This design comes from an exercise in tuning for small area, a short achievable clock period and few clock cycles on the open sky130 flow, not from production work. Only simulation tests tie the RTL to the original design; equivalence was not proved. No activity file was given, so power comes from the tool's default toggle rates.

==> design/flow/design.v <==
`timescale 1ns/1ps
module qm_merge_engine (
    input  logic [31:0] f,        
    output logic [31:0] row_nz,   
    input  logic [31:0] row_oh,   
    output logic [31:0] row,      
    input  logic [4:0]  cmask,    
    input  logic [31:0] cval_oh,  
    output logic        ess       
);
    wire t1 = f[0] & f[1];
    wire t2 = f[2] & f[3];
    wire t3 = f[4] & f[5];
    wire t4 = f[6] & f[7];
    wire t5 = f[8] & f[9];
    wire t6 = f[10] & f[11];
    wire t7 = f[12] & f[13];
    wire t8 = f[14] & f[15];
    wire t9 = f[16] & f[17];
    wire t10 = f[18] & f[19];
    wire t11 = f[20] & f[21];
    wire t12 = f[22] & f[23];
    wire t13 = f[24] & f[25];
    wire t14 = f[26] & f[27];
    wire t15 = f[28] & f[29];
    wire t16 = f[30] & f[31];
    wire t17 = f[0] & f[2];
    wire t18 = f[1] & f[3];
    wire t19 = f[4] & f[6];
    wire t20 = f[5] & f[7];
    wire t21 = f[8] & f[10];
    wire t22 = f[9] & f[11];
    wire t23 = f[12] & f[14];
    wire t24 = f[13] & f[15];
    wire t25 = f[16] & f[18];
    wire t26 = f[17] & f[19];
    wire t27 = f[20] & f[22];
    wire t28 = f[21] & f[23];
    wire t29 = f[24] & f[26];
    wire t30 = f[25] & f[27];
    wire t31 = f[28] & f[30];
    wire t32 = f[29] & f[31];
    wire t33 = t17 & t18;
    wire t34 = t19 & t20;
    wire t35 = t21 & t22;
    wire t36 = t23 & t24;
    wire t37 = t25 & t26;
    wire t38 = t27 & t28;
    wire t39 = t29 & t30;
    wire t40 = t31 & t32;
    wire t41 = f[0] & f[4];
    wire t42 = f[1] & f[5];
    wire t43 = f[2] & f[6];
    wire t44 = f[3] & f[7];
    wire t45 = f[8] & f[12];
    wire t46 = f[9] & f[13];
    wire t47 = f[10] & f[14];
    wire t48 = f[11] & f[15];
    wire t49 = f[16] & f[20];
    wire t50 = f[17] & f[21];
    wire t51 = f[18] & f[22];
    wire t52 = f[19] & f[23];
    wire t53 = f[24] & f[28];
    wire t54 = f[25] & f[29];
    wire t55 = f[26] & f[30];
    wire t56 = f[27] & f[31];
    wire t57 = t41 & t42;
    wire t58 = t43 & t44;
    wire t59 = t45 & t46;
    wire t60 = t47 & t48;
    wire t61 = t49 & t50;
    wire t62 = t51 & t52;
    wire t63 = t53 & t54;
    wire t64 = t55 & t56;
    wire t65 = t41 & t43;
    wire t66 = t42 & t44;
    wire t67 = t45 & t47;
    wire t68 = t46 & t48;
    wire t69 = t49 & t51;
    wire t70 = t50 & t52;
    wire t71 = t53 & t55;
    wire t72 = t54 & t56;
    wire t73 = t65 & t66;
    wire t74 = t67 & t68;
    wire t75 = t69 & t70;
    wire t76 = t71 & t72;
    wire t77 = f[0] & f[8];
    wire t78 = f[1] & f[9];
    wire t79 = f[2] & f[10];
    wire t80 = f[3] & f[11];
    wire t81 = f[4] & f[12];
    wire t82 = f[5] & f[13];
    wire t83 = f[6] & f[14];
    wire t84 = f[7] & f[15];
    wire t85 = f[16] & f[24];
    wire t86 = f[17] & f[25];
    wire t87 = f[18] & f[26];
    wire t88 = f[19] & f[27];
    wire t89 = f[20] & f[28];
    wire t90 = f[21] & f[29];
    wire t91 = f[22] & f[30];
    wire t92 = f[23] & f[31];
    wire t93 = t77 & t78;
    wire t94 = t79 & t80;
    wire t95 = t81 & t82;
    wire t96 = t83 & t84;
    wire t97 = t85 & t86;
    wire t98 = t87 & t88;
    wire t99 = t89 & t90;
    wire t100 = t91 & t92;
    wire t101 = t77 & t79;
    wire t102 = t78 & t80;
    wire t103 = t81 & t83;
    wire t104 = t82 & t84;
    wire t105 = t85 & t87;
    wire t106 = t86 & t88;
    wire t107 = t89 & t91;
    wire t108 = t90 & t92;
    wire t109 = t101 & t102;
    wire t110 = t103 & t104;
    wire t111 = t105 & t106;
    wire t112 = t107 & t108;
    wire t113 = t77 & t81;
    wire t114 = t78 & t82;
    wire t115 = t79 & t83;
    wire t116 = t80 & t84;
    wire t117 = t85 & t89;
    wire t118 = t86 & t90;
    wire t119 = t87 & t91;
    wire t120 = t88 & t92;
    wire t121 = t113 & t114;
    wire t122 = t115 & t116;
    wire t123 = t117 & t118;
    wire t124 = t119 & t120;
    wire t125 = t113 & t115;
    wire t126 = t114 & t116;
    wire t127 = t117 & t119;
    wire t128 = t118 & t120;
    wire t129 = t125 & t126;
    wire t130 = t127 & t128;
    wire t131 = f[0] & f[16];
    wire t132 = f[1] & f[17];
    wire t133 = f[2] & f[18];
    wire t134 = f[3] & f[19];
    wire t135 = f[4] & f[20];
    wire t136 = f[5] & f[21];
    wire t137 = f[6] & f[22];
    wire t138 = f[7] & f[23];
    wire t139 = f[8] & f[24];
    wire t140 = f[9] & f[25];
    wire t141 = f[10] & f[26];
    wire t142 = f[11] & f[27];
    wire t143 = f[12] & f[28];
    wire t144 = f[13] & f[29];
    wire t145 = f[14] & f[30];
    wire t146 = f[15] & f[31];
    wire t147 = t131 & t132;
    wire t148 = t133 & t134;
    wire t149 = t135 & t136;
    wire t150 = t137 & t138;
    wire t151 = t139 & t140;
    wire t152 = t141 & t142;
    wire t153 = t143 & t144;
    wire t154 = t145 & t146;
    wire t155 = t131 & t133;
    wire t156 = t132 & t134;
    wire t157 = t135 & t137;
    wire t158 = t136 & t138;
    wire t159 = t139 & t141;
    wire t160 = t140 & t142;
    wire t161 = t143 & t145;
    wire t162 = t144 & t146;
    wire t163 = t155 & t156;
    wire t164 = t157 & t158;
    wire t165 = t159 & t160;
    wire t166 = t161 & t162;
    wire t167 = t131 & t135;
    wire t168 = t132 & t136;
    wire t169 = t133 & t137;
    wire t170 = t134 & t138;
    wire t171 = t139 & t143;
    wire t172 = t140 & t144;
    wire t173 = t141 & t145;
    wire t174 = t142 & t146;
    wire t175 = t167 & t168;
    wire t176 = t169 & t170;
    wire t177 = t171 & t172;
    wire t178 = t173 & t174;
    wire t179 = t167 & t169;
    wire t180 = t168 & t170;
    wire t181 = t171 & t173;
    wire t182 = t172 & t174;
    wire t183 = t179 & t180;
    wire t184 = t181 & t182;
    wire t185 = t131 & t139;
    wire t186 = t132 & t140;
    wire t187 = t133 & t141;
    wire t188 = t134 & t142;
    wire t189 = t135 & t143;
    wire t190 = t136 & t144;
    wire t191 = t137 & t145;
    wire t192 = t138 & t146;
    wire t193 = t185 & t186;
    wire t194 = t187 & t188;
    wire t195 = t189 & t190;
    wire t196 = t191 & t192;
    wire t197 = t185 & t187;
    wire t198 = t186 & t188;
    wire t199 = t189 & t191;
    wire t200 = t190 & t192;
    wire t201 = t197 & t198;
    wire t202 = t199 & t200;
    wire t203 = t185 & t189;
    wire t204 = t186 & t190;
    wire t205 = t187 & t191;
    wire t206 = t188 & t192;
    wire t207 = t203 & t204;
    wire t208 = t205 & t206;
    wire t209 = t203 & t205;
    wire t210 = t204 & t206;
    wire t211 = t209 & t210;
    wire t212 = f[0] & ~(f[1] | f[2] | f[4] | f[8] | f[16]);
    wire t213 = f[1] & ~(f[0] | f[3] | f[5] | f[9] | f[17]);
    wire t214 = f[2] & ~(f[3] | f[0] | f[6] | f[10] | f[18]);
    wire t215 = f[3] & ~(f[2] | f[1] | f[7] | f[11] | f[19]);
    wire t216 = f[4] & ~(f[5] | f[6] | f[0] | f[12] | f[20]);
    wire t217 = f[5] & ~(f[4] | f[7] | f[1] | f[13] | f[21]);
    wire t218 = f[6] & ~(f[7] | f[4] | f[2] | f[14] | f[22]);
    wire t219 = f[7] & ~(f[6] | f[5] | f[3] | f[15] | f[23]);
    wire t220 = f[8] & ~(f[9] | f[10] | f[12] | f[0] | f[24]);
    wire t221 = f[9] & ~(f[8] | f[11] | f[13] | f[1] | f[25]);
    wire t222 = f[10] & ~(f[11] | f[8] | f[14] | f[2] | f[26]);
    wire t223 = f[11] & ~(f[10] | f[9] | f[15] | f[3] | f[27]);
    wire t224 = f[12] & ~(f[13] | f[14] | f[8] | f[4] | f[28]);
    wire t225 = f[13] & ~(f[12] | f[15] | f[9] | f[5] | f[29]);
    wire t226 = f[14] & ~(f[15] | f[12] | f[10] | f[6] | f[30]);
    wire t227 = f[15] & ~(f[14] | f[13] | f[11] | f[7] | f[31]);
    wire t228 = f[16] & ~(f[17] | f[18] | f[20] | f[24] | f[0]);
    wire t229 = f[17] & ~(f[16] | f[19] | f[21] | f[25] | f[1]);
    wire t230 = f[18] & ~(f[19] | f[16] | f[22] | f[26] | f[2]);
    wire t231 = f[19] & ~(f[18] | f[17] | f[23] | f[27] | f[3]);
    wire t232 = f[20] & ~(f[21] | f[22] | f[16] | f[28] | f[4]);
    wire t233 = f[21] & ~(f[20] | f[23] | f[17] | f[29] | f[5]);
    wire t234 = f[22] & ~(f[23] | f[20] | f[18] | f[30] | f[6]);
    wire t235 = f[23] & ~(f[22] | f[21] | f[19] | f[31] | f[7]);
    wire t236 = f[24] & ~(f[25] | f[26] | f[28] | f[16] | f[8]);
    wire t237 = f[25] & ~(f[24] | f[27] | f[29] | f[17] | f[9]);
    wire t238 = f[26] & ~(f[27] | f[24] | f[30] | f[18] | f[10]);
    wire t239 = f[27] & ~(f[26] | f[25] | f[31] | f[19] | f[11]);
    wire t240 = f[28] & ~(f[29] | f[30] | f[24] | f[20] | f[12]);
    wire t241 = f[29] & ~(f[28] | f[31] | f[25] | f[21] | f[13]);
    wire t242 = f[30] & ~(f[31] | f[28] | f[26] | f[22] | f[14]);
    wire t243 = f[31] & ~(f[30] | f[29] | f[27] | f[23] | f[15]);
    wire t244 = t1 & ~(t2 | t3 | t5 | t9);
    wire t245 = t2 & ~(t1 | t4 | t6 | t10);
    wire t246 = t3 & ~(t4 | t1 | t7 | t11);
    wire t247 = t4 & ~(t3 | t2 | t8 | t12);
    wire t248 = t5 & ~(t6 | t7 | t1 | t13);
    wire t249 = t6 & ~(t5 | t8 | t2 | t14);
    wire t250 = t7 & ~(t8 | t5 | t3 | t15);
    wire t251 = t8 & ~(t7 | t6 | t4 | t16);
    wire t252 = t9 & ~(t10 | t11 | t13 | t1);
    wire t253 = t10 & ~(t9 | t12 | t14 | t2);
    wire t254 = t11 & ~(t12 | t9 | t15 | t3);
    wire t255 = t12 & ~(t11 | t10 | t16 | t4);
    wire t256 = t13 & ~(t14 | t15 | t9 | t5);
    wire t257 = t14 & ~(t13 | t16 | t10 | t6);
    wire t258 = t15 & ~(t16 | t13 | t11 | t7);
    wire t259 = t16 & ~(t15 | t14 | t12 | t8);
    wire t260 = t17 & ~(t18 | t19 | t21 | t25);
    wire t261 = t18 & ~(t17 | t20 | t22 | t26);
    wire t262 = t19 & ~(t20 | t17 | t23 | t27);
    wire t263 = t20 & ~(t19 | t18 | t24 | t28);
    wire t264 = t21 & ~(t22 | t23 | t17 | t29);
    wire t265 = t22 & ~(t21 | t24 | t18 | t30);
    wire t266 = t23 & ~(t24 | t21 | t19 | t31);
    wire t267 = t24 & ~(t23 | t22 | t20 | t32);
    wire t268 = t25 & ~(t26 | t27 | t29 | t17);
    wire t269 = t26 & ~(t25 | t28 | t30 | t18);
    wire t270 = t27 & ~(t28 | t25 | t31 | t19);
    wire t271 = t28 & ~(t27 | t26 | t32 | t20);
    wire t272 = t29 & ~(t30 | t31 | t25 | t21);
    wire t273 = t30 & ~(t29 | t32 | t26 | t22);
    wire t274 = t31 & ~(t32 | t29 | t27 | t23);
    wire t275 = t32 & ~(t31 | t30 | t28 | t24);
    wire t276 = t33 & ~(t34 | t35 | t37);
    wire t277 = t34 & ~(t33 | t36 | t38);
    wire t278 = t35 & ~(t36 | t33 | t39);
    wire t279 = t36 & ~(t35 | t34 | t40);
    wire t280 = t37 & ~(t38 | t39 | t33);
    wire t281 = t38 & ~(t37 | t40 | t34);
    wire t282 = t39 & ~(t40 | t37 | t35);
    wire t283 = t40 & ~(t39 | t38 | t36);
    wire t284 = t41 & ~(t42 | t43 | t45 | t49);
    wire t285 = t42 & ~(t41 | t44 | t46 | t50);
    wire t286 = t43 & ~(t44 | t41 | t47 | t51);
    wire t287 = t44 & ~(t43 | t42 | t48 | t52);
    wire t288 = t45 & ~(t46 | t47 | t41 | t53);
    wire t289 = t46 & ~(t45 | t48 | t42 | t54);
    wire t290 = t47 & ~(t48 | t45 | t43 | t55);
    wire t291 = t48 & ~(t47 | t46 | t44 | t56);
    wire t292 = t49 & ~(t50 | t51 | t53 | t41);
    wire t293 = t50 & ~(t49 | t52 | t54 | t42);
    wire t294 = t51 & ~(t52 | t49 | t55 | t43);
    wire t295 = t52 & ~(t51 | t50 | t56 | t44);
    wire t296 = t53 & ~(t54 | t55 | t49 | t45);
    wire t297 = t54 & ~(t53 | t56 | t50 | t46);
    wire t298 = t55 & ~(t56 | t53 | t51 | t47);
    wire t299 = t56 & ~(t55 | t54 | t52 | t48);
    wire t300 = t57 & ~(t58 | t59 | t61);
    wire t301 = t58 & ~(t57 | t60 | t62);
    wire t302 = t59 & ~(t60 | t57 | t63);
    wire t303 = t60 & ~(t59 | t58 | t64);
    wire t304 = t61 & ~(t62 | t63 | t57);
    wire t305 = t62 & ~(t61 | t64 | t58);
    wire t306 = t63 & ~(t64 | t61 | t59);
    wire t307 = t64 & ~(t63 | t62 | t60);
    wire t308 = t65 & ~(t66 | t67 | t69);
    wire t309 = t66 & ~(t65 | t68 | t70);
    wire t310 = t67 & ~(t68 | t65 | t71);
    wire t311 = t68 & ~(t67 | t66 | t72);
    wire t312 = t69 & ~(t70 | t71 | t65);
    wire t313 = t70 & ~(t69 | t72 | t66);
    wire t314 = t71 & ~(t72 | t69 | t67);
    wire t315 = t72 & ~(t71 | t70 | t68);
    wire t316 = t73 & ~(t74 | t75);
    wire t317 = t74 & ~(t73 | t76);
    wire t318 = t75 & ~(t76 | t73);
    wire t319 = t76 & ~(t75 | t74);
    wire t320 = t77 & ~(t78 | t79 | t81 | t85);
    wire t321 = t78 & ~(t77 | t80 | t82 | t86);
    wire t322 = t79 & ~(t80 | t77 | t83 | t87);
    wire t323 = t80 & ~(t79 | t78 | t84 | t88);
    wire t324 = t81 & ~(t82 | t83 | t77 | t89);
    wire t325 = t82 & ~(t81 | t84 | t78 | t90);
    wire t326 = t83 & ~(t84 | t81 | t79 | t91);
    wire t327 = t84 & ~(t83 | t82 | t80 | t92);
    wire t328 = t85 & ~(t86 | t87 | t89 | t77);
    wire t329 = t86 & ~(t85 | t88 | t90 | t78);
    wire t330 = t87 & ~(t88 | t85 | t91 | t79);
    wire t331 = t88 & ~(t87 | t86 | t92 | t80);
    wire t332 = t89 & ~(t90 | t91 | t85 | t81);
    wire t333 = t90 & ~(t89 | t92 | t86 | t82);
    wire t334 = t91 & ~(t92 | t89 | t87 | t83);
    wire t335 = t92 & ~(t91 | t90 | t88 | t84);
    wire t336 = t93 & ~(t94 | t95 | t97);
    wire t337 = t94 & ~(t93 | t96 | t98);
    wire t338 = t95 & ~(t96 | t93 | t99);
    wire t339 = t96 & ~(t95 | t94 | t100);
    wire t340 = t97 & ~(t98 | t99 | t93);
    wire t341 = t98 & ~(t97 | t100 | t94);
    wire t342 = t99 & ~(t100 | t97 | t95);
    wire t343 = t100 & ~(t99 | t98 | t96);
    wire t344 = t101 & ~(t102 | t103 | t105);
    wire t345 = t102 & ~(t101 | t104 | t106);
    wire t346 = t103 & ~(t104 | t101 | t107);
    wire t347 = t104 & ~(t103 | t102 | t108);
    wire t348 = t105 & ~(t106 | t107 | t101);
    wire t349 = t106 & ~(t105 | t108 | t102);
    wire t350 = t107 & ~(t108 | t105 | t103);
    wire t351 = t108 & ~(t107 | t106 | t104);
    wire t352 = t109 & ~(t110 | t111);
    wire t353 = t110 & ~(t109 | t112);
    wire t354 = t111 & ~(t112 | t109);
    wire t355 = t112 & ~(t111 | t110);
    wire t356 = t113 & ~(t114 | t115 | t117);
    wire t357 = t114 & ~(t113 | t116 | t118);
    wire t358 = t115 & ~(t116 | t113 | t119);
    wire t359 = t116 & ~(t115 | t114 | t120);
    wire t360 = t117 & ~(t118 | t119 | t113);
    wire t361 = t118 & ~(t117 | t120 | t114);
    wire t362 = t119 & ~(t120 | t117 | t115);
    wire t363 = t120 & ~(t119 | t118 | t116);
    wire t364 = t121 & ~(t122 | t123);
    wire t365 = t122 & ~(t121 | t124);
    wire t366 = t123 & ~(t124 | t121);
    wire t367 = t124 & ~(t123 | t122);
    wire t368 = t125 & ~(t126 | t127);
    wire t369 = t126 & ~(t125 | t128);
    wire t370 = t127 & ~(t128 | t125);
    wire t371 = t128 & ~(t127 | t126);
    wire t372 = t129 & ~(t130);
    wire t373 = t130 & ~(t129);
    wire t374 = t131 & ~(t132 | t133 | t135 | t139);
    wire t375 = t132 & ~(t131 | t134 | t136 | t140);
    wire t376 = t133 & ~(t134 | t131 | t137 | t141);
    wire t377 = t134 & ~(t133 | t132 | t138 | t142);
    wire t378 = t135 & ~(t136 | t137 | t131 | t143);
    wire t379 = t136 & ~(t135 | t138 | t132 | t144);
    wire t380 = t137 & ~(t138 | t135 | t133 | t145);
    wire t381 = t138 & ~(t137 | t136 | t134 | t146);
    wire t382 = t139 & ~(t140 | t141 | t143 | t131);
    wire t383 = t140 & ~(t139 | t142 | t144 | t132);
    wire t384 = t141 & ~(t142 | t139 | t145 | t133);
    wire t385 = t142 & ~(t141 | t140 | t146 | t134);
    wire t386 = t143 & ~(t144 | t145 | t139 | t135);
    wire t387 = t144 & ~(t143 | t146 | t140 | t136);
    wire t388 = t145 & ~(t146 | t143 | t141 | t137);
    wire t389 = t146 & ~(t145 | t144 | t142 | t138);
    wire t390 = t147 & ~(t148 | t149 | t151);
    wire t391 = t148 & ~(t147 | t150 | t152);
    wire t392 = t149 & ~(t150 | t147 | t153);
    wire t393 = t150 & ~(t149 | t148 | t154);
    wire t394 = t151 & ~(t152 | t153 | t147);
    wire t395 = t152 & ~(t151 | t154 | t148);
    wire t396 = t153 & ~(t154 | t151 | t149);
    wire t397 = t154 & ~(t153 | t152 | t150);
    wire t398 = t155 & ~(t156 | t157 | t159);
    wire t399 = t156 & ~(t155 | t158 | t160);
    wire t400 = t157 & ~(t158 | t155 | t161);
    wire t401 = t158 & ~(t157 | t156 | t162);
    wire t402 = t159 & ~(t160 | t161 | t155);
    wire t403 = t160 & ~(t159 | t162 | t156);
    wire t404 = t161 & ~(t162 | t159 | t157);
    wire t405 = t162 & ~(t161 | t160 | t158);
    wire t406 = t163 & ~(t164 | t165);
    wire t407 = t164 & ~(t163 | t166);
    wire t408 = t165 & ~(t166 | t163);
    wire t409 = t166 & ~(t165 | t164);
    wire t410 = t167 & ~(t168 | t169 | t171);
    wire t411 = t168 & ~(t167 | t170 | t172);
    wire t412 = t169 & ~(t170 | t167 | t173);
    wire t413 = t170 & ~(t169 | t168 | t174);
    wire t414 = t171 & ~(t172 | t173 | t167);
    wire t415 = t172 & ~(t171 | t174 | t168);
    wire t416 = t173 & ~(t174 | t171 | t169);
    wire t417 = t174 & ~(t173 | t172 | t170);
    wire t418 = t175 & ~(t176 | t177);
    wire t419 = t176 & ~(t175 | t178);
    wire t420 = t177 & ~(t178 | t175);
    wire t421 = t178 & ~(t177 | t176);
    wire t422 = t179 & ~(t180 | t181);
    wire t423 = t180 & ~(t179 | t182);
    wire t424 = t181 & ~(t182 | t179);
    wire t425 = t182 & ~(t181 | t180);
    wire t426 = t183 & ~(t184);
    wire t427 = t184 & ~(t183);
    wire t428 = t185 & ~(t186 | t187 | t189);
    wire t429 = t186 & ~(t185 | t188 | t190);
    wire t430 = t187 & ~(t188 | t185 | t191);
    wire t431 = t188 & ~(t187 | t186 | t192);
    wire t432 = t189 & ~(t190 | t191 | t185);
    wire t433 = t190 & ~(t189 | t192 | t186);
    wire t434 = t191 & ~(t192 | t189 | t187);
    wire t435 = t192 & ~(t191 | t190 | t188);
    wire t436 = t193 & ~(t194 | t195);
    wire t437 = t194 & ~(t193 | t196);
    wire t438 = t195 & ~(t196 | t193);
    wire t439 = t196 & ~(t195 | t194);
    wire t440 = t197 & ~(t198 | t199);
    wire t441 = t198 & ~(t197 | t200);
    wire t442 = t199 & ~(t200 | t197);
    wire t443 = t200 & ~(t199 | t198);
    wire t444 = t201 & ~(t202);
    wire t445 = t202 & ~(t201);
    wire t446 = t203 & ~(t204 | t205);
    wire t447 = t204 & ~(t203 | t206);
    wire t448 = t205 & ~(t206 | t203);
    wire t449 = t206 & ~(t205 | t204);
    wire t450 = t207 & ~(t208);
    wire t451 = t208 & ~(t207);
    wire t452 = t209 & ~(t210);
    wire t453 = t210 & ~(t209);
    assign row_nz[0] = t212 | t213 | t214 | t215 | t216 | t217 | t218 | t219 | t220 | t221 | t222 | t223 | t224 | t225 | t226 | t227 | t228 | t229 | t230 | t231 | t232 | t233 | t234 | t235 | t236 | t237 | t238 | t239 | t240 | t241 | t242 | t243;
    assign row_nz[1] = t244 | t245 | t246 | t247 | t248 | t249 | t250 | t251 | t252 | t253 | t254 | t255 | t256 | t257 | t258 | t259;
    assign row_nz[2] = t260 | t261 | t262 | t263 | t264 | t265 | t266 | t267 | t268 | t269 | t270 | t271 | t272 | t273 | t274 | t275;
    assign row_nz[3] = t276 | t277 | t278 | t279 | t280 | t281 | t282 | t283;
    assign row_nz[4] = t284 | t285 | t286 | t287 | t288 | t289 | t290 | t291 | t292 | t293 | t294 | t295 | t296 | t297 | t298 | t299;
    assign row_nz[5] = t300 | t301 | t302 | t303 | t304 | t305 | t306 | t307;
    assign row_nz[6] = t308 | t309 | t310 | t311 | t312 | t313 | t314 | t315;
    assign row_nz[7] = t316 | t317 | t318 | t319;
    assign row_nz[8] = t320 | t321 | t322 | t323 | t324 | t325 | t326 | t327 | t328 | t329 | t330 | t331 | t332 | t333 | t334 | t335;
    assign row_nz[9] = t336 | t337 | t338 | t339 | t340 | t341 | t342 | t343;
    assign row_nz[10] = t344 | t345 | t346 | t347 | t348 | t349 | t350 | t351;
    assign row_nz[11] = t352 | t353 | t354 | t355;
    assign row_nz[12] = t356 | t357 | t358 | t359 | t360 | t361 | t362 | t363;
    assign row_nz[13] = t364 | t365 | t366 | t367;
    assign row_nz[14] = t368 | t369 | t370 | t371;
    assign row_nz[15] = t372 | t373;
    assign row_nz[16] = t374 | t375 | t376 | t377 | t378 | t379 | t380 | t381 | t382 | t383 | t384 | t385 | t386 | t387 | t388 | t389;
    assign row_nz[17] = t390 | t391 | t392 | t393 | t394 | t395 | t396 | t397;
    assign row_nz[18] = t398 | t399 | t400 | t401 | t402 | t403 | t404 | t405;
    assign row_nz[19] = t406 | t407 | t408 | t409;
    assign row_nz[20] = t410 | t411 | t412 | t413 | t414 | t415 | t416 | t417;
    assign row_nz[21] = t418 | t419 | t420 | t421;
    assign row_nz[22] = t422 | t423 | t424 | t425;
    assign row_nz[23] = t426 | t427;
    assign row_nz[24] = t428 | t429 | t430 | t431 | t432 | t433 | t434 | t435;
    assign row_nz[25] = t436 | t437 | t438 | t439;
    assign row_nz[26] = t440 | t441 | t442 | t443;
    assign row_nz[27] = t444 | t445;
    assign row_nz[28] = t446 | t447 | t448 | t449;
    assign row_nz[29] = t450 | t451;
    assign row_nz[30] = t452 | t453;
    assign row_nz[31] = t211;
    assign row[0] = (row_oh[0] & t212) | (row_oh[1] & t244) | (row_oh[2] & t260) | (row_oh[3] & t276) | (row_oh[4] & t284) | (row_oh[5] & t300) | (row_oh[6] & t308) | (row_oh[7] & t316) | (row_oh[8] & t320) | (row_oh[9] & t336) | (row_oh[10] & t344) | (row_oh[11] & t352) | (row_oh[12] & t356) | (row_oh[13] & t364) | (row_oh[14] & t368) | (row_oh[15] & t372) | (row_oh[16] & t374) | (row_oh[17] & t390) | (row_oh[18] & t398) | (row_oh[19] & t406) | (row_oh[20] & t410) | (row_oh[21] & t418) | (row_oh[22] & t422) | (row_oh[23] & t426) | (row_oh[24] & t428) | (row_oh[25] & t436) | (row_oh[26] & t440) | (row_oh[27] & t444) | (row_oh[28] & t446) | (row_oh[29] & t450) | (row_oh[30] & t452) | (row_oh[31] & t211);
    assign row[1] = (row_oh[0] & t213) | (row_oh[2] & t261) | (row_oh[4] & t285) | (row_oh[6] & t309) | (row_oh[8] & t321) | (row_oh[10] & t345) | (row_oh[12] & t357) | (row_oh[14] & t369) | (row_oh[16] & t375) | (row_oh[18] & t399) | (row_oh[20] & t411) | (row_oh[22] & t423) | (row_oh[24] & t429) | (row_oh[26] & t441) | (row_oh[28] & t447) | (row_oh[30] & t453);
    assign row[2] = (row_oh[0] & t214) | (row_oh[1] & t245) | (row_oh[4] & t286) | (row_oh[5] & t301) | (row_oh[8] & t322) | (row_oh[9] & t337) | (row_oh[12] & t358) | (row_oh[13] & t365) | (row_oh[16] & t376) | (row_oh[17] & t391) | (row_oh[20] & t412) | (row_oh[21] & t419) | (row_oh[24] & t430) | (row_oh[25] & t437) | (row_oh[28] & t448) | (row_oh[29] & t451);
    assign row[3] = (row_oh[0] & t215) | (row_oh[4] & t287) | (row_oh[8] & t323) | (row_oh[12] & t359) | (row_oh[16] & t377) | (row_oh[20] & t413) | (row_oh[24] & t431) | (row_oh[28] & t449);
    assign row[4] = (row_oh[0] & t216) | (row_oh[1] & t246) | (row_oh[2] & t262) | (row_oh[3] & t277) | (row_oh[8] & t324) | (row_oh[9] & t338) | (row_oh[10] & t346) | (row_oh[11] & t353) | (row_oh[16] & t378) | (row_oh[17] & t392) | (row_oh[18] & t400) | (row_oh[19] & t407) | (row_oh[24] & t432) | (row_oh[25] & t438) | (row_oh[26] & t442) | (row_oh[27] & t445);
    assign row[5] = (row_oh[0] & t217) | (row_oh[2] & t263) | (row_oh[8] & t325) | (row_oh[10] & t347) | (row_oh[16] & t379) | (row_oh[18] & t401) | (row_oh[24] & t433) | (row_oh[26] & t443);
    assign row[6] = (row_oh[0] & t218) | (row_oh[1] & t247) | (row_oh[8] & t326) | (row_oh[9] & t339) | (row_oh[16] & t380) | (row_oh[17] & t393) | (row_oh[24] & t434) | (row_oh[25] & t439);
    assign row[7] = (row_oh[0] & t219) | (row_oh[8] & t327) | (row_oh[16] & t381) | (row_oh[24] & t435);
    assign row[8] = (row_oh[0] & t220) | (row_oh[1] & t248) | (row_oh[2] & t264) | (row_oh[3] & t278) | (row_oh[4] & t288) | (row_oh[5] & t302) | (row_oh[6] & t310) | (row_oh[7] & t317) | (row_oh[16] & t382) | (row_oh[17] & t394) | (row_oh[18] & t402) | (row_oh[19] & t408) | (row_oh[20] & t414) | (row_oh[21] & t420) | (row_oh[22] & t424) | (row_oh[23] & t427);
    assign row[9] = (row_oh[0] & t221) | (row_oh[2] & t265) | (row_oh[4] & t289) | (row_oh[6] & t311) | (row_oh[16] & t383) | (row_oh[18] & t403) | (row_oh[20] & t415) | (row_oh[22] & t425);
    assign row[10] = (row_oh[0] & t222) | (row_oh[1] & t249) | (row_oh[4] & t290) | (row_oh[5] & t303) | (row_oh[16] & t384) | (row_oh[17] & t395) | (row_oh[20] & t416) | (row_oh[21] & t421);
    assign row[11] = (row_oh[0] & t223) | (row_oh[4] & t291) | (row_oh[16] & t385) | (row_oh[20] & t417);
    assign row[12] = (row_oh[0] & t224) | (row_oh[1] & t250) | (row_oh[2] & t266) | (row_oh[3] & t279) | (row_oh[16] & t386) | (row_oh[17] & t396) | (row_oh[18] & t404) | (row_oh[19] & t409);
    assign row[13] = (row_oh[0] & t225) | (row_oh[2] & t267) | (row_oh[16] & t387) | (row_oh[18] & t405);
    assign row[14] = (row_oh[0] & t226) | (row_oh[1] & t251) | (row_oh[16] & t388) | (row_oh[17] & t397);
    assign row[15] = (row_oh[0] & t227) | (row_oh[16] & t389);
    assign row[16] = (row_oh[0] & t228) | (row_oh[1] & t252) | (row_oh[2] & t268) | (row_oh[3] & t280) | (row_oh[4] & t292) | (row_oh[5] & t304) | (row_oh[6] & t312) | (row_oh[7] & t318) | (row_oh[8] & t328) | (row_oh[9] & t340) | (row_oh[10] & t348) | (row_oh[11] & t354) | (row_oh[12] & t360) | (row_oh[13] & t366) | (row_oh[14] & t370) | (row_oh[15] & t373);
    assign row[17] = (row_oh[0] & t229) | (row_oh[2] & t269) | (row_oh[4] & t293) | (row_oh[6] & t313) | (row_oh[8] & t329) | (row_oh[10] & t349) | (row_oh[12] & t361) | (row_oh[14] & t371);
    assign row[18] = (row_oh[0] & t230) | (row_oh[1] & t253) | (row_oh[4] & t294) | (row_oh[5] & t305) | (row_oh[8] & t330) | (row_oh[9] & t341) | (row_oh[12] & t362) | (row_oh[13] & t367);
    assign row[19] = (row_oh[0] & t231) | (row_oh[4] & t295) | (row_oh[8] & t331) | (row_oh[12] & t363);
    assign row[20] = (row_oh[0] & t232) | (row_oh[1] & t254) | (row_oh[2] & t270) | (row_oh[3] & t281) | (row_oh[8] & t332) | (row_oh[9] & t342) | (row_oh[10] & t350) | (row_oh[11] & t355);
    assign row[21] = (row_oh[0] & t233) | (row_oh[2] & t271) | (row_oh[8] & t333) | (row_oh[10] & t351);
    assign row[22] = (row_oh[0] & t234) | (row_oh[1] & t255) | (row_oh[8] & t334) | (row_oh[9] & t343);
    assign row[23] = (row_oh[0] & t235) | (row_oh[8] & t335);
    assign row[24] = (row_oh[0] & t236) | (row_oh[1] & t256) | (row_oh[2] & t272) | (row_oh[3] & t282) | (row_oh[4] & t296) | (row_oh[5] & t306) | (row_oh[6] & t314) | (row_oh[7] & t319);
    assign row[25] = (row_oh[0] & t237) | (row_oh[2] & t273) | (row_oh[4] & t297) | (row_oh[6] & t315);
    assign row[26] = (row_oh[0] & t238) | (row_oh[1] & t257) | (row_oh[4] & t298) | (row_oh[5] & t307);
    assign row[27] = (row_oh[0] & t239) | (row_oh[4] & t299);
    assign row[28] = (row_oh[0] & t240) | (row_oh[1] & t258) | (row_oh[2] & t274) | (row_oh[3] & t283);
    assign row[29] = (row_oh[0] & t241) | (row_oh[2] & t275);
    assign row[30] = (row_oh[0] & t242) | (row_oh[1] & t259);
    assign row[31] = (row_oh[0] & t243);
    wire z0 = (cmask[0] | ~f[1]) & (cmask[1] | ~f[2]) & (cmask[2] | ~f[4]) & (cmask[3] | ~f[8]) & (cmask[4] | ~f[16]);
    wire z1 = (cmask[0] | ~f[0]) & (cmask[1] | ~f[3]) & (cmask[2] | ~f[5]) & (cmask[3] | ~f[9]) & (cmask[4] | ~f[17]);
    wire z2 = (cmask[0] | ~f[3]) & (cmask[1] | ~f[0]) & (cmask[2] | ~f[6]) & (cmask[3] | ~f[10]) & (cmask[4] | ~f[18]);
    wire z3 = (cmask[0] | ~f[2]) & (cmask[1] | ~f[1]) & (cmask[2] | ~f[7]) & (cmask[3] | ~f[11]) & (cmask[4] | ~f[19]);
    wire z4 = (cmask[0] | ~f[5]) & (cmask[1] | ~f[6]) & (cmask[2] | ~f[0]) & (cmask[3] | ~f[12]) & (cmask[4] | ~f[20]);
    wire z5 = (cmask[0] | ~f[4]) & (cmask[1] | ~f[7]) & (cmask[2] | ~f[1]) & (cmask[3] | ~f[13]) & (cmask[4] | ~f[21]);
    wire z6 = (cmask[0] | ~f[7]) & (cmask[1] | ~f[4]) & (cmask[2] | ~f[2]) & (cmask[3] | ~f[14]) & (cmask[4] | ~f[22]);
    wire z7 = (cmask[0] | ~f[6]) & (cmask[1] | ~f[5]) & (cmask[2] | ~f[3]) & (cmask[3] | ~f[15]) & (cmask[4] | ~f[23]);
    wire z8 = (cmask[0] | ~f[9]) & (cmask[1] | ~f[10]) & (cmask[2] | ~f[12]) & (cmask[3] | ~f[0]) & (cmask[4] | ~f[24]);
    wire z9 = (cmask[0] | ~f[8]) & (cmask[1] | ~f[11]) & (cmask[2] | ~f[13]) & (cmask[3] | ~f[1]) & (cmask[4] | ~f[25]);
    wire z10 = (cmask[0] | ~f[11]) & (cmask[1] | ~f[8]) & (cmask[2] | ~f[14]) & (cmask[3] | ~f[2]) & (cmask[4] | ~f[26]);
    wire z11 = (cmask[0] | ~f[10]) & (cmask[1] | ~f[9]) & (cmask[2] | ~f[15]) & (cmask[3] | ~f[3]) & (cmask[4] | ~f[27]);
    wire z12 = (cmask[0] | ~f[13]) & (cmask[1] | ~f[14]) & (cmask[2] | ~f[8]) & (cmask[3] | ~f[4]) & (cmask[4] | ~f[28]);
    wire z13 = (cmask[0] | ~f[12]) & (cmask[1] | ~f[15]) & (cmask[2] | ~f[9]) & (cmask[3] | ~f[5]) & (cmask[4] | ~f[29]);
    wire z14 = (cmask[0] | ~f[15]) & (cmask[1] | ~f[12]) & (cmask[2] | ~f[10]) & (cmask[3] | ~f[6]) & (cmask[4] | ~f[30]);
    wire z15 = (cmask[0] | ~f[14]) & (cmask[1] | ~f[13]) & (cmask[2] | ~f[11]) & (cmask[3] | ~f[7]) & (cmask[4] | ~f[31]);
    wire z16 = (cmask[0] | ~f[17]) & (cmask[1] | ~f[18]) & (cmask[2] | ~f[20]) & (cmask[3] | ~f[24]) & (cmask[4] | ~f[0]);
    wire z17 = (cmask[0] | ~f[16]) & (cmask[1] | ~f[19]) & (cmask[2] | ~f[21]) & (cmask[3] | ~f[25]) & (cmask[4] | ~f[1]);
    wire z18 = (cmask[0] | ~f[19]) & (cmask[1] | ~f[16]) & (cmask[2] | ~f[22]) & (cmask[3] | ~f[26]) & (cmask[4] | ~f[2]);
    wire z19 = (cmask[0] | ~f[18]) & (cmask[1] | ~f[17]) & (cmask[2] | ~f[23]) & (cmask[3] | ~f[27]) & (cmask[4] | ~f[3]);
    wire z20 = (cmask[0] | ~f[21]) & (cmask[1] | ~f[22]) & (cmask[2] | ~f[16]) & (cmask[3] | ~f[28]) & (cmask[4] | ~f[4]);
    wire z21 = (cmask[0] | ~f[20]) & (cmask[1] | ~f[23]) & (cmask[2] | ~f[17]) & (cmask[3] | ~f[29]) & (cmask[4] | ~f[5]);
    wire z22 = (cmask[0] | ~f[23]) & (cmask[1] | ~f[20]) & (cmask[2] | ~f[18]) & (cmask[3] | ~f[30]) & (cmask[4] | ~f[6]);
    wire z23 = (cmask[0] | ~f[22]) & (cmask[1] | ~f[21]) & (cmask[2] | ~f[19]) & (cmask[3] | ~f[31]) & (cmask[4] | ~f[7]);
    wire z24 = (cmask[0] | ~f[25]) & (cmask[1] | ~f[26]) & (cmask[2] | ~f[28]) & (cmask[3] | ~f[16]) & (cmask[4] | ~f[8]);
    wire z25 = (cmask[0] | ~f[24]) & (cmask[1] | ~f[27]) & (cmask[2] | ~f[29]) & (cmask[3] | ~f[17]) & (cmask[4] | ~f[9]);
    wire z26 = (cmask[0] | ~f[27]) & (cmask[1] | ~f[24]) & (cmask[2] | ~f[30]) & (cmask[3] | ~f[18]) & (cmask[4] | ~f[10]);
    wire z27 = (cmask[0] | ~f[26]) & (cmask[1] | ~f[25]) & (cmask[2] | ~f[31]) & (cmask[3] | ~f[19]) & (cmask[4] | ~f[11]);
    wire z28 = (cmask[0] | ~f[29]) & (cmask[1] | ~f[30]) & (cmask[2] | ~f[24]) & (cmask[3] | ~f[20]) & (cmask[4] | ~f[12]);
    wire z29 = (cmask[0] | ~f[28]) & (cmask[1] | ~f[31]) & (cmask[2] | ~f[25]) & (cmask[3] | ~f[21]) & (cmask[4] | ~f[13]);
    wire z30 = (cmask[0] | ~f[31]) & (cmask[1] | ~f[28]) & (cmask[2] | ~f[26]) & (cmask[3] | ~f[22]) & (cmask[4] | ~f[14]);
    wire z31 = (cmask[0] | ~f[30]) & (cmask[1] | ~f[29]) & (cmask[2] | ~f[27]) & (cmask[3] | ~f[23]) & (cmask[4] | ~f[15]);
    wire t454 = z0 | (cmask[0] & z1);
    wire t455 = z2 | (cmask[0] & z3);
    wire t456 = z4 | (cmask[0] & z5);
    wire t457 = z6 | (cmask[0] & z7);
    wire t458 = z8 | (cmask[0] & z9);
    wire t459 = z10 | (cmask[0] & z11);
    wire t460 = z12 | (cmask[0] & z13);
    wire t461 = z14 | (cmask[0] & z15);
    wire t462 = z16 | (cmask[0] & z17);
    wire t463 = z18 | (cmask[0] & z19);
    wire t464 = z20 | (cmask[0] & z21);
    wire t465 = z22 | (cmask[0] & z23);
    wire t466 = z24 | (cmask[0] & z25);
    wire t467 = z26 | (cmask[0] & z27);
    wire t468 = z28 | (cmask[0] & z29);
    wire t469 = z30 | (cmask[0] & z31);
    wire t470 = t454 | (cmask[1] & t455);
    wire t471 = z1 | (cmask[1] & z3);
    wire t472 = t456 | (cmask[1] & t457);
    wire t473 = z5 | (cmask[1] & z7);
    wire t474 = t458 | (cmask[1] & t459);
    wire t475 = z9 | (cmask[1] & z11);
    wire t476 = t460 | (cmask[1] & t461);
    wire t477 = z13 | (cmask[1] & z15);
    wire t478 = t462 | (cmask[1] & t463);
    wire t479 = z17 | (cmask[1] & z19);
    wire t480 = t464 | (cmask[1] & t465);
    wire t481 = z21 | (cmask[1] & z23);
    wire t482 = t466 | (cmask[1] & t467);
    wire t483 = z25 | (cmask[1] & z27);
    wire t484 = t468 | (cmask[1] & t469);
    wire t485 = z29 | (cmask[1] & z31);
    wire t486 = t470 | (cmask[2] & t472);
    wire t487 = t471 | (cmask[2] & t473);
    wire t488 = t455 | (cmask[2] & t457);
    wire t489 = z3 | (cmask[2] & z7);
    wire t490 = t474 | (cmask[2] & t476);
    wire t491 = t475 | (cmask[2] & t477);
    wire t492 = t459 | (cmask[2] & t461);
    wire t493 = z11 | (cmask[2] & z15);
    wire t494 = t478 | (cmask[2] & t480);
    wire t495 = t479 | (cmask[2] & t481);
    wire t496 = t463 | (cmask[2] & t465);
    wire t497 = z19 | (cmask[2] & z23);
    wire t498 = t482 | (cmask[2] & t484);
    wire t499 = t483 | (cmask[2] & t485);
    wire t500 = t467 | (cmask[2] & t469);
    wire t501 = z27 | (cmask[2] & z31);
    wire t502 = t486 | (cmask[3] & t490);
    wire t503 = t487 | (cmask[3] & t491);
    wire t504 = t488 | (cmask[3] & t492);
    wire t505 = t489 | (cmask[3] & t493);
    wire t506 = t472 | (cmask[3] & t476);
    wire t507 = t473 | (cmask[3] & t477);
    wire t508 = t457 | (cmask[3] & t461);
    wire t509 = z7 | (cmask[3] & z15);
    wire t510 = t494 | (cmask[3] & t498);
    wire t511 = t495 | (cmask[3] & t499);
    wire t512 = t496 | (cmask[3] & t500);
    wire t513 = t497 | (cmask[3] & t501);
    wire t514 = t480 | (cmask[3] & t484);
    wire t515 = t481 | (cmask[3] & t485);
    wire t516 = t465 | (cmask[3] & t469);
    wire t517 = z23 | (cmask[3] & z31);
    wire t518 = t502 | (cmask[4] & t510);
    wire t519 = t503 | (cmask[4] & t511);
    wire t520 = t504 | (cmask[4] & t512);
    wire t521 = t505 | (cmask[4] & t513);
    wire t522 = t506 | (cmask[4] & t514);
    wire t523 = t507 | (cmask[4] & t515);
    wire t524 = t508 | (cmask[4] & t516);
    wire t525 = t509 | (cmask[4] & t517);
    wire t526 = t490 | (cmask[4] & t498);
    wire t527 = t491 | (cmask[4] & t499);
    wire t528 = t492 | (cmask[4] & t500);
    wire t529 = t493 | (cmask[4] & t501);
    wire t530 = t476 | (cmask[4] & t484);
    wire t531 = t477 | (cmask[4] & t485);
    wire t532 = t461 | (cmask[4] & t469);
    wire t533 = z15 | (cmask[4] & z31);
    assign ess = (cval_oh[0] & t518) | (cval_oh[1] & t519) | (cval_oh[2] & t520) | (cval_oh[3] & t521) | (cval_oh[4] & t522) | (cval_oh[5] & t523) | (cval_oh[6] & t524) | (cval_oh[7] & t525) | (cval_oh[8] & t526) | (cval_oh[9] & t527) | (cval_oh[10] & t528) | (cval_oh[11] & t529) | (cval_oh[12] & t530) | (cval_oh[13] & t531) | (cval_oh[14] & t532) | (cval_oh[15] & t533) | (cval_oh[16] & t510) | (cval_oh[17] & t511) | (cval_oh[18] & t512) | (cval_oh[19] & t513) | (cval_oh[20] & t514) | (cval_oh[21] & t515) | (cval_oh[22] & t516) | (cval_oh[23] & t517) | (cval_oh[24] & t498) | (cval_oh[25] & t499) | (cval_oh[26] & t500) | (cval_oh[27] & t501) | (cval_oh[28] & t484) | (cval_oh[29] & t485) | (cval_oh[30] & t469) | (cval_oh[31] & z31);
endmodule
`timescale 1ns/1ps
module qm_top (
    input  logic        clk,
    input  logic        rst_n,
    input  logic        psel,
    input  logic        penable,
    input  logic        pwrite,
    input  logic [11:0] paddr,
    input  logic [31:0] pwdata,
    output logic [31:0] prdata,
    output logic        pready,
    output logic        pslverr
);
    function automatic logic [31:0] lowest(input logic [31:0] x);
        logic [31:0] p;
        p = x;
        for (int s = 0; s < 5; s++) begin
            for (int i = 0; i < 32; i++) begin
                if ((i >> s) & 1) p[i] = p[i] | p[((i >> s) << s) - 1];
            end
        end
        lowest = x & ~{p[30:0], 1'b0};
    endfunction
    function automatic logic [4:0] enc(input logic [31:0] oh);
        enc = '0;
        for (int i = 0; i < 32; i++) begin
            if (oh[i]) enc = enc | 5'(i);
        end
    endfunction
    logic setup, access;
    logic a_onset, a_ctrl, a_status, a_result, mapped;
    logic [4:0] k;
    assign setup    = psel & ~penable;
    assign access   = psel & penable;
    assign a_onset  = (paddr == 12'h000);
    assign a_ctrl   = (paddr == 12'h004);
    assign a_status = (paddr == 12'h008);
    assign a_result = (paddr[11:7] == 5'b00010) && (paddr[1:0] == 2'b00);
    assign mapped   = a_onset | a_ctrl | a_status | a_result;
    assign k        = paddr[6:2];
    logic [31:0] onset, spec, run_onset;
    logic        busy, busy_q, pend, done;
    logic        chg;
    logic [1:0]  stab;
    logic        prep_ok;
    assign spec = (psel && pwrite && a_onset) ? pwdata : onset;
    assign chg  = ~busy & ((setup & pwrite & a_onset) | busy_q);
    always_ff @(posedge clk) begin
        if (!rst_n) begin
            onset <= '0;
        end else if (access && pwrite && a_onset) begin
            onset <= pwdata;
        end
        if (!busy) begin
            run_onset <= spec;
        end
    end
    logic [31:0] row_nz_c;            
    logic [31:0] rowbits;             
    logic [4:0]  mcur;                
    logic [31:0] rr;                  
    logic [31:0] src_oh, row_c;
    logic [31:0] v_oh, rest;
    logic [4:0]  v;
    logic        ess;
    logic        prepping, go_q;
    logic        start_now, step, first, ins, last, any;
    logic [5:0]  prime_cnt, ess_cnt, pc_inc, ec_inc;
    logic [3:0]  age_lo;              
    logic [7:0]  age_hi;              
    qm_merge_engine i_engine (
        .f      (run_onset),
        .row_nz (row_nz_c),
        .row_oh (src_oh),
        .row    (row_c),
        .cmask  (mcur),
        .cval_oh(v_oh),
        .ess    (ess)
    );
    assign prepping = (~busy | pend) & ~prep_ok;
    assign src_oh = lowest(rr);
    assign v_oh = lowest(rowbits);
    assign v    = enc(v_oh);
    assign rest = rowbits & ~v_oh;
    assign any  = |rowbits;
    assign last = (rest == '0) && (rr == '0);
    always_ff @(posedge clk) begin
        go_q <= rst_n & setup & pwrite & a_ctrl & pwdata[0];
    end
    assign start_now = go_q & ~busy;
    assign step      = (start_now & prep_ok) | (busy & ~pend) | (pend & prep_ok);
    assign first     = step & ~(busy & ~pend);
    assign ins       = step & any;
    assign pc_inc = prime_cnt + 6'd1;
    assign ec_inc = ess_cnt + 6'd1;
    always_ff @(posedge clk) begin
        if (step) begin
            if (rest == '0) begin
                rowbits <= row_c;
                mcur    <= enc(src_oh);
                rr      <= rr & ~src_oh;
            end else begin
                rowbits <= rest;
            end
        end else if (prepping) begin
            if (stab == 2'd0) begin
                rr      <= row_nz_c;
            end else begin
                rowbits <= row_c;
                mcur    <= enc(src_oh);
                rr      <= rr & ~src_oh;
            end
        end
        if (first & ins) begin
            age_lo <= 4'b0001;
            age_hi <= 8'b0000_0001;
        end else begin
            age_lo <= {age_lo[2:0], age_lo[3]};
            if (age_lo[3]) age_hi <= {age_hi[6:0], age_hi[7]};
        end
    end
    always_ff @(posedge clk) begin
        if (!rst_n) begin
            busy      <= 1'b0;
            busy_q    <= 1'b0;
            pend      <= 1'b0;
            done      <= 1'b0;
            stab      <= 2'd0;
            prime_cnt <= '0;
            ess_cnt   <= '0;
        end else begin
            busy_q <= busy;
            if ((!busy || pend) && !chg) begin
                stab <= (stab == 2'd2) ? 2'd2 : stab + 2'd1;
            end else begin
                stab <= 2'd0;
            end
            if (start_now) begin
                busy <= 1'b1;
                done <= 1'b0;
                pend <= ~prep_ok;
            end
            if (step) begin
                prime_cnt <= first ? {5'd0, ins} : pc_inc;
                if (first)           ess_cnt <= {5'd0, ins & ess};
                else if (ins && ess) ess_cnt <= ec_inc;
                pend      <= 1'b0;
                if (!any || last) begin
                    busy <= 1'b0;
                    done <= 1'b1;
                end else begin
                    busy <= 1'b1;
                    done <= 1'b0;
                end
            end
        end
    end
    assign prep_ok = (stab == 2'd2);
    logic [10:0] ring [32];
    always_ff @(posedge clk) begin
        ring[0] <= ins ? {ess, mcur, v} : ring[31];
        for (int j = 1; j < 32; j++) begin
            ring[j] <= ring[j-1];
        end
    end
    logic        rd_onset, rd_status, err_q;
    logic [10:0] rd_q;
    logic [10:0] rword;
    logic [3:0]  k_lo_oh, lo_oh;
    logic [7:0]  k_hi_oh, hi0_oh, hi_oh;
    logic        lo_borrow;
    logic [10:0] grp [8];
    always_comb begin
        for (int i = 0; i < 4; i++) k_lo_oh[i] = (k[1:0] == 2'(i));
        for (int i = 0; i < 8; i++) k_hi_oh[i] = (k[4:2] == 3'(i));
        lo_borrow = 1'b0;
        for (int a = 0; a < 4; a++) lo_borrow = lo_borrow | (age_lo[a] & (k[1:0] > 2'(a)));
        for (int l = 0; l < 4; l++) begin
            lo_oh[l] = 1'b0;
            for (int a = 0; a < 4; a++) lo_oh[l] = lo_oh[l] | (age_lo[a] & k_lo_oh[(a - l + 4) % 4]);
        end
        for (int h = 0; h < 8; h++) begin
            hi0_oh[h] = 1'b0;
            for (int a = 0; a < 8; a++) hi0_oh[h] = hi0_oh[h] | (age_hi[a] & k_hi_oh[(a - h + 8) % 8]);
        end
        for (int h = 0; h < 8; h++) hi_oh[h] = lo_borrow ? hi0_oh[(h + 1) % 8] : hi0_oh[h];
        for (int h = 0; h < 8; h++) begin
            grp[h] = '0;
            for (int l = 0; l < 4; l++) grp[h] = grp[h] | (lo_oh[l] ? ring[4*h + l] : 11'd0);
        end
        rword = '0;
        for (int h = 0; h < 8; h++) rword = rword | (hi_oh[h] ? grp[h] : 11'd0);
    end
    always_ff @(posedge clk) begin
        rd_q      <= (~pwrite & a_result & ({1'b0, k} < prime_cnt)) ? rword : 11'd0;
        rd_onset  <= ~pwrite & a_onset;
        rd_status <= ~pwrite & a_status;
        err_q     <= ~mapped | (pwrite & (a_status | a_result));
    end
    always_comb begin
        prdata = {15'd0, rd_q[10], 3'd0, rd_q[9:5], 3'd0, rd_q[4:0]};
        if (rd_onset)  prdata = prdata | onset;
        if (rd_status) prdata = prdata | {10'd0, ess_cnt, 2'd0, prime_cnt, 6'd0, done, busy};
    end
    assign pready  = 1'b1;
    assign pslverr = err_q;
endmodule
==> design/flow/flow/run.sh <==
#!/bin/bash
# Standard ORFS flow, with timing repair aiming past the clock target and
# plain buffers on the ports.
set -euo pipefail
export CTS_ARGS='-sink_clustering_enable -repair_clock_nets -dont_use_dummy_load -sink_clustering_buffer sky130_fd_sc_hd__clkbuf_8'
bash standard.sh SETUP_SLACK_MARGIN=8 'BUFFER_PORTS_ARGS=-buffer_cell sky130_fd_sc_hd__buf_2' finish > standard.log 2>&1
==> design/flow/standard.sh <==
#!/bin/bash
# synth_recipe.tcl (not shown) runs the flow's synth.tcl, then flattens the netlist and writes it again
# the make line also repeats each setting of config.mk as NAME=value (left out here)
make -C /OpenROAD-flow-scripts/flow DESIGN_CONFIG=/design/flow/config.mk WORK_HOME=/design/flow/orfs CLKGATE_MAP_FILE= SYNTH_SCRIPT=/design/flow/synth_recipe.tcl "${@:-finish}"
==> design/flow/config.mk <==
export PLATFORM = sky130hd
export DESIGN_NAME = qm_top
export DESIGN_NICKNAME = qm_top
export VERILOG_FILES = /design/flow/design.v
export SDC_FILE = /design/flow/constraint.sdc
export NUM_CORES = 8
export LEC_CHECK = 0
export ABC_AREA = 1
export CAP_MARGIN = 30
export CORE_MARGIN = 2
export CORE_UTILIZATION = 40
export SLEW_MARGIN = 20
==> design/flow/constraint.sdc <==
create_clock -name core_clock -period 12.0 [get_ports {clk}]
set_input_delay 2.4000 -clock core_clock [delete_from_list [all_inputs] [get_ports {clk}]]
set_output_delay 2.4000 -clock core_clock [all_outputs]
set_load 0.01 [all_outputs]
==> results of run 1 <==
## through the flow
stage | hold WS, ns | worst slack, ns
2_1_floorplan | 0.331 | 7.84
3_3_place_gp | 0.333 | 6.35
3_5_place_dp | 0.335 | 6.31
4_1_cts | 0.328 | 7.96
5_1_grt | 0.339 | 7.89
6_report | 0.327 | 7.97
## how the worst max path moves through the flow
stage                   from             to  cells past startpoint
floorplan           paddr[7]   run_onset[0]                     11
global placement    paddr[7]      onset[24]                     13
detailed placement  paddr[7]      onset[18]                     13
CTS                 paddr[7]       onset[8]                     13
global route        paddr[7]  run_onset[25]                     14
finish              paddr[7]  run_onset[25]                     14
## logic make-up after synthesis
family,Yosys count
compound gates,621
xor+xnor,7
fa+ha+maj,19
buf+inv,594
flops,530
mux,1
other cells,1
simple gates,1889
## flip-flops by register name, indices dropped and copies added (netlist names), 2 cells and up
signal     flops
run_onset     32
rr            32
prime_cnt      6
ring         352
onset         32
age_lo         4
ess_cnt        6
mcur           5
rowbits       32
age_hi         8
stab           2
rd_q          11
## layer usage
layer  wire length (um)  vias up  global-route usage, %
met1              43300    12693                   38.5
met4               6360        4                   16.8
met2              47900     1361                   47.1
met3               9120      381                   6.29
li1                   -    12636                      -
met5                 31        -                      0
## worst max-delay path, cell delays in order
cell,delay (ns)
buf_6,0.09
or3_4,0.38
nor3_4,0.12
inv_2,0.06
nor4_4,0.35
inv_2,0.09
nor2_2,0.10
inv_2,0.06
nor2_4,0.16
buf_12,0.13
buf_6,0.09
clkbuf_16,0.13
buf_4,0.11
o21ai_2,0.05
## layout make-up
| cell class | count | area, um^2 | share of cell area (%) |
|---|---|---|---|
| repair buffers | 197 | 1760 | 5.74 |
| flip-flops and latches | 530 | 11600 | 38.0 |
| diodes | 1 | 2.50 | 0.00818 |
| inverters | 448 | 1770 | 5.79 |
| clock buffers | 88 | 1310 | 4.29 |
| multi-input cells | 2543 | 13000 | 42.6 |
| well taps | 855 | 1070 | 3.50 |
| repair inverters | 2 | 13.8 | 0.0450 |
## power by group
part	leakage [nW]	internal, mW	total, mW	switching [mW]
registers	4.59	1.89	1.94	0.0491
clock network	0.679	0.714	1.38	0.664
logic	7.51	0.195	0.704	0.509
## repair_timing
action	in CTS	in global routing
gates resized for setup	55	176
buffers inserted	20	43
pin swaps	7	26
cloned	4	12
setup endpoints to repair	127	180
## cell usage in the layout, fill, tap and decap left out, types with 7 or more instances in the layout
master / instances
ha_1: 19
nor2_1: 390
clkbuf_8: 79
o21ai_0: 97
nor2_2: 11
nand2_2: 11
inv_2: 13
nand2_1: 932
a221oi_1: 13
o22ai_1: 48
dfxtp_1: 427
or3_1: 11
buf_4: 81
inv_1: 418
a211oi_1: 16
a31o_2: 9
edfxtp_1: 101
a31oi_1: 44
a41oi_1: 16
o2111ai_1: 9
nor3_1: 156
buf_2: 75
o21ai_2: 49
o21ai_1: 38
buf_6: 8
nand4_1: 105
clkbuf_16: 16
buf_12: 17
nor3b_1: 7
a21oi_1: 128
nor4_1: 62
o211ai_1: 7
nand3_1: 149
a22oi_1: 96
a221oi_2: 7
==> impl_metrics.csv, run 1 <==
group,metric,value,unit
die,core-area,64600,um^2
setup_path,r2r-start,"run_onset[21]",
cells_and_area,drive_gt1_share,12.3,%
cells_and_area,instances_no_fill,4664,
placement,port_buffers,81,
cts,clock_latency,0.59,ns
route,routed_wl,107000,um
route,vias_per_cell,5.81,
die,die_area,67600,um^2
pwr,p_leak,12.8,nW
die,io_pins,83,
cts,clk_pin_slew,0.06,ns
cells_and_area,final_cell_area,30600,um^2
route,drtPass1Iterations,7,
pwr,ir_drop,0.122,mV
cts,cts.path.max_buffers,3,
sta,min_period,4.03,ns
global_route,grt_pass1_wl,155000,um
global_route,grt_pass1_vias,25529,
cells_and_area,finalNetCount,3878,
setup_path,path_max_fanout,5,
synthesis,syn_inst,3662,
run_status,status,"complete, no violations",
die,placement_rows,93,
flow_run,maxCapViolCount,0,
synthesis,synthArstFlopShare,0,%
synthesis,yosys.area_share.simple,31.1,%
cts,tritoncts,"built",
cts,clockRootBuffer,"clkbuf_16",
synthesis,synth_compound_area_share,14.7,%
route,drt.antenna.violating_nets,0,
placement,dpl.hpwl,73200,um
placement,dp_cells,4495,
setup_path,start_kind,"primary input",
sta,final.period_utilization,33.6,%
cts,hold_buffers,0,
cts,cts_made_buffers,88,
synthesis,synth_seq_cells,530,
sta,fin_tns_setup,0,ns
setup_path,r2r_setup_slack,7.97,ns
synthesis,synth_top_flop_cell,"dfxtp_1",
worst_hold_path,hold_depth,0,
global_route,grt_max_degree,83,
synthesis,synth_common_cells,"nand2_1, inv_1, dfxtp_1",
sta,drv_slew,0,
synthesis,synth_top_area_share,32.8,%
global_route,grt_util_all_layers,30.1,%
cells_and_area,postLayoutCoreUtil,47.4,%
route,via_count,27075,
die,initial_core_util,40.6,%
cts,ctsHtreeMaxLevel,3,
cts,numClockSinks,530,
route,drc,0,
synthesis,synth_area,26200,um^2
global_route,grt_antenna_before_repair,2,
synthesis,synth_mux_area_share,0.0382,%
setup_path,reg2regPathDepth,11,
sta,clock_skew,0.0492,ns
setup_path,crit_type,"primary input to flop",
synthesis,avgSynthCellArea,7.16,um^2
synthesis,yosys.area.top_type,"dfxtp_1",
sta,worstMarginPinSlew,1.22,ns
synthesis,synthTopCellsByArea,"dfxtp_1, nand2_1, edfxtp_1",
cells_and_area,areaGrowthSynthToFinish,16.7,%
synthesis,synth-edff-count,101,
synthesis,yosys.area_share.adder,0.907,%
pwr,p_total,4.02,mW
route,wl_per_cell,22.9,um
synthesis,synth_top_family_by_area,"simple AND/OR/NAND/NOR gates",
sta,finalSetupViolCount,0,
worst_hold_path,hold_end,"ring[20][0]",
setup_path,crit_path_end_kind,"flop",
synthesis,yosysSeqAreaShare,44.3,%
sta,fmax,0.248,GHz
placement,placed_area,27500,um^2
synthesis,ys.warnings.count,3,
sta,finalHoldViolations,0,
cells_and_area,fillers,6604,
sta,max_slew_margin,18.7,%
die,die_h,260,um
die,die_w,260,um
synthesis,synth_nets,3730,
synthesis,synth-xor-area-share,0.234,%
global_route,gr-total-overflow,0,
placement,place_congestion,1.02,
setup_path,cp.required,12.30,ns
setup_path,cp_data_arrival_time,4.33,ns
sta,rsz0062_at_grt,"true",
worst_hold_path,min_from,"ring[19][0]",
route,drtIter0Drc,3001,
pwr,p_per_area,132,nW/um^2
setup_path,reg2reg_to,"rowbits[4]",
synthesis,synth_cell_types,64,
synthesis,synth.most_common_cell,"nand2_1",
worst_hold_path,hold_path.class,"flop to flop",
Testbench counts, summed over its fixed seeds: cycles 7,828.
==> run 2, diff against run 1 <==
==> design/flow/flow/run.sh (replaced) <==
#!/bin/bash
# Standard ORFS flow, with timing repair aiming past the clock target and
# plain buffers on the ports.
set -euo pipefail
export CTS_ARGS='-sink_clustering_enable -repair_clock_nets -dont_use_dummy_load'
bash standard.sh SETUP_SLACK_MARGIN=8 'BUFFER_PORTS_ARGS=-buffer_cell sky130_fd_sc_hd__buf_2' finish > standard.log 2>&1
==> run 2 against run 1 <==
  * Still clean on timing, DRC and antenna
  * Maximum frequency is 0.11% higher
  * Sequential power hardly changed
  * Combinational power is 2% lower
  * Via count is 1.2% lower
  * Critical path depth is 1 lower
  * Routed wire length is 0.24% lower
  * Sequential share of layout area is 0.14 points higher
  * Total power is 1.2% higher
  * Flip-flop and latch count stayed put
  * Final area is 0.38% lower
  * Critical path type unchanged
  * Highest routed layer unchanged
==> impl_metrics.csv, run 2 <==
group,metric,value,unit
cts,cts.path.max_buffers,3,
sta,finalSetupViolCount,0,
die,core-area,64600,um^2
cts,numClockSinks,530,
setup_path,r2r-start,"run_onset[22]",
route,drtPass1Iterations,8,
placement,dpl.hpwl,73200,um
synthesis,synthTopCellsByArea,"dfxtp_1, nand2_1, edfxtp_1",
setup_path,cpMostUsedCell,"inv_2",
sta,min_period,4.03,ns
setup_path,cp.required,12.42,ns
cts,clockRootBuffer,"clkbuf_16",
sta,fmax,0.248,GHz
setup_path,crit_family,"simple AND/OR/NAND/NOR gates",
sta,finalHoldViolations,0,
global_route,grt_antenna_before_repair,2,
worst_hold_path,min_from,"ring[27][3]",
cells_and_area,drive_gt1_share,10.6,%
setup_path,path_max_fanout,33,
die,initial_core_util,40.6,%
cells_and_area,n_antenna_cell,0,
cts,tritoncts,"built",
sta,worstMarginPinSlew,0.944,ns
synthesis,synth_top_area_share,32.8,%
pwr,p_leak,12.8,nW
synthesis,syn_inst,3662,
sta,drv_slew,0,
die,placement_rows,93,
cts,clk_pin_slew,0.06,ns
sta,clock_skew,0.0903,ns
die,die_area,67600,um^2
synthesis,synth_seq_cells,530,
cells_and_area,areaGrowthSynthToFinish,16.2,%
cells_and_area,largest-register,"ring",
cells_and_area,largest_register_ffs,352,
placement,port_buffers,81,
cells_and_area,finalNetCount,3852,
setup_path,startpoint,"paddr[7]",
setup_path,path_buf_inv,6,
synthesis,synth.most_common_cell,"nand2_1",
synthesis,synth_cell_types,64,
die,die_h,260,um
cts,ctsHtreeMaxLevel,2,
cells_and_area,postLayoutCoreUtil,47.2,%
flow_run,maxCapViolCount,0,
route,drtIter0Drc,3086,
synthesis,synth_top_flop_cell,"dfxtp_1",
synthesis,synth_nets,3730,
route,wl_per_cell,22.9,um
setup_path,cp_data_arrival_time,4.45,ns
route,drt.antenna.violating_nets,0,
worst_hold_path,hold_path.class,"flop to flop",
pwr,p_per_area,134,nW/um^2
global_route,grt_util_all_layers,30.1,%
sta,final.period_utilization,33.6,%
pwr,ir_drop,0.145,mV
placement,place_congestion,1.02,
global_route,grt_pass1_vias,25165,
sta,max_slew_margin,36.2,%
route,drc,0,
global_route,grt_pass1_wl,155000,um
sta,layout_setup_ws,7.97,ns
setup_path,start_kind,"primary input",
synthesis,yosysSeqAreaShare,44.3,%
synthesis,synth-edff-count,101,
setup_path,crit_type,"primary input to flop",
cells_and_area,final_cell_mix,"nand2_1, dfxtp_1, inv_1",
placement,place_ws,6.31,ns
cts,hold_buffers,0,
synthesis,synth_common_cells,"nand2_1, inv_1, dfxtp_1",
die,die_w,260,um
setup_path,path_cells,"buf_2 -> or3_4 -> nor3_4 -> inv_2 -> nor4_4 -> inv_2 -> nor2_2 -> inv_2 -> nor2_4 -> buf_4 -> buf_16 -> nand2_1 -> o21ai_1",
route,vias_per_cell,5.77,
synthesis,synth_area,26200,um^2
setup_path,crit_path_end_kind,"flop",
die,io_pins,83,
setup_path,max_stage_delay,0.38,ns
synthesis,synthArstFlopShare,0,%
setup_path,slowest_stage,"or3_4",
route,via_count,26748,
sta,rsz0062_at_grt,"true",
cts,cts_made_buffers,54,
cts,clock_latency,0.64,ns
synthesis,ys.warnings.count,3,
synthesis,yosys.area.top_type,"dfxtp_1",
route,routed_wl,106000,um
cells_and_area,layout_commonest_cell,"nand2_1",
global_route,grt_max_degree,83,
global_route,gr-total-overflow,0,
synthesis,avgSynthCellArea,7.16,um^2
run_status,status,"complete, no violations",
sta,fin_tns_setup,0,ns
==> run 2: cell count changes in the layout (fill, tap and decap cells not counted), sizes merged <==
cell,before,now
clkinvlp,5,6
and2,3,4
inv,439,438
buf,186,192
diode,1,0
clkbuf,98,65
==> run 2: cell type report <==
type                            count  area, um^2
Tap cell                          855        1070
Fill cell                        6635       34100
Timing Repair inverter              2        12.5
Clock buffer                       54        1350
Timing Repair Buffer              204        1790
Inverter                          448        1770
Sequential cell                   530       11600
Multi-Input combinational cell   2544       12900
==> run 2: path summary, 6_finish.rpt <==
check | slack [ns] | cells after the start | end
worst min-delay path | 0.29 | 0 | ring[28][3]
worst min register to register | 0.29 | 0 | ring[28][3]
worst max register to register | 8.14 | 17 | rowbits[0]
worst max-delay path | 7.97 | 13 | run_onset[21]
==> run 2: logic make-up after synthesis <==
kind of cell    after synthesis  share of synthesized area [%]
compound gates              621                           14.7
simple gates               1889                           31.1
xor+xnor                      7                          0.234
flops                       530                           44.3
mux                           1                         0.0382
other cells                   1                         0.0143
fa+ha+maj                    19                          0.907
buf+inv                     594                           8.73
==> run 2: power breakdown <==
part           switching, mW  internal (mW)
Clock                  0.659          0.783
Sequential            0.0481           1.89
Combinational          0.507          0.186
==> run 2: what timing repair did <==
item | CTS | global route
setup endpoints to repair | 128 | 168
setup buffers | 23 | 47
pin swaps | 8 | 24
gates cloned | 6 | 11
gates resized for setup | 61 | 114
endpoints found under the hold margin | 0 | 0
==> run 2: metrics by stage <==
step | instance area (um^2) | hold WS (ns) | power [mW] | instances
global route | 30500 | 0.273 | 4.21 | 4637
global placement | 27500 | 0.333 | 2.57 | 4494
CTS | 29500 | 0.279 | 4.04 | 4578
floorplan | 26400 | 0.331 | 2.35 | 3662
detailed placement | 27500 | 0.335 | 2.58 | 4495
finish | 30500 | 0.286 | 4.07 | 4637
==> run 2: layer usage <==
layer / part of all wire (%) / GRT usage [%]
met5: 0.012 / 0
met4: 5.5 / 15.1
met3: 8.6 / 5.97
met2: 45 / 48.0
met1: 41 / 38.6

afterwards: timing with drivers on the ports:
Ports are ideal in the flow. The routed layouts listed here were re-timed in OpenROAD.
Step 1 assumes that a clkbuf_16 drives the clock port and a buf_2 every other input.
Step 2 adds t to the input delays and takes it off the output delays; t is the mean of the earliest and latest rising clock arrival at the registers after step 1. Input paths then give back, and output paths get back, about the clock's delay inside the block.
a / b / c = no drivers / after step 1 / after step 2; a / b = the first two.
run	shift t [ns]	setup slack, ns	worst setup path after step 2	worst slew at a driven data input, ns	pins driven straight from the clock port
run 1	0.629	7.967 / 7.974 / 7.370	input to register	0.05	1
run 2	0.657	7.971 / 7.967 / 7.360	input to register	0.04	1
After both steps every run listed still meets setup and hold. For run 2, which loses most, drivers alone change the setup slack by -0.004 ns; drivers and shift together by -0.611 ns.
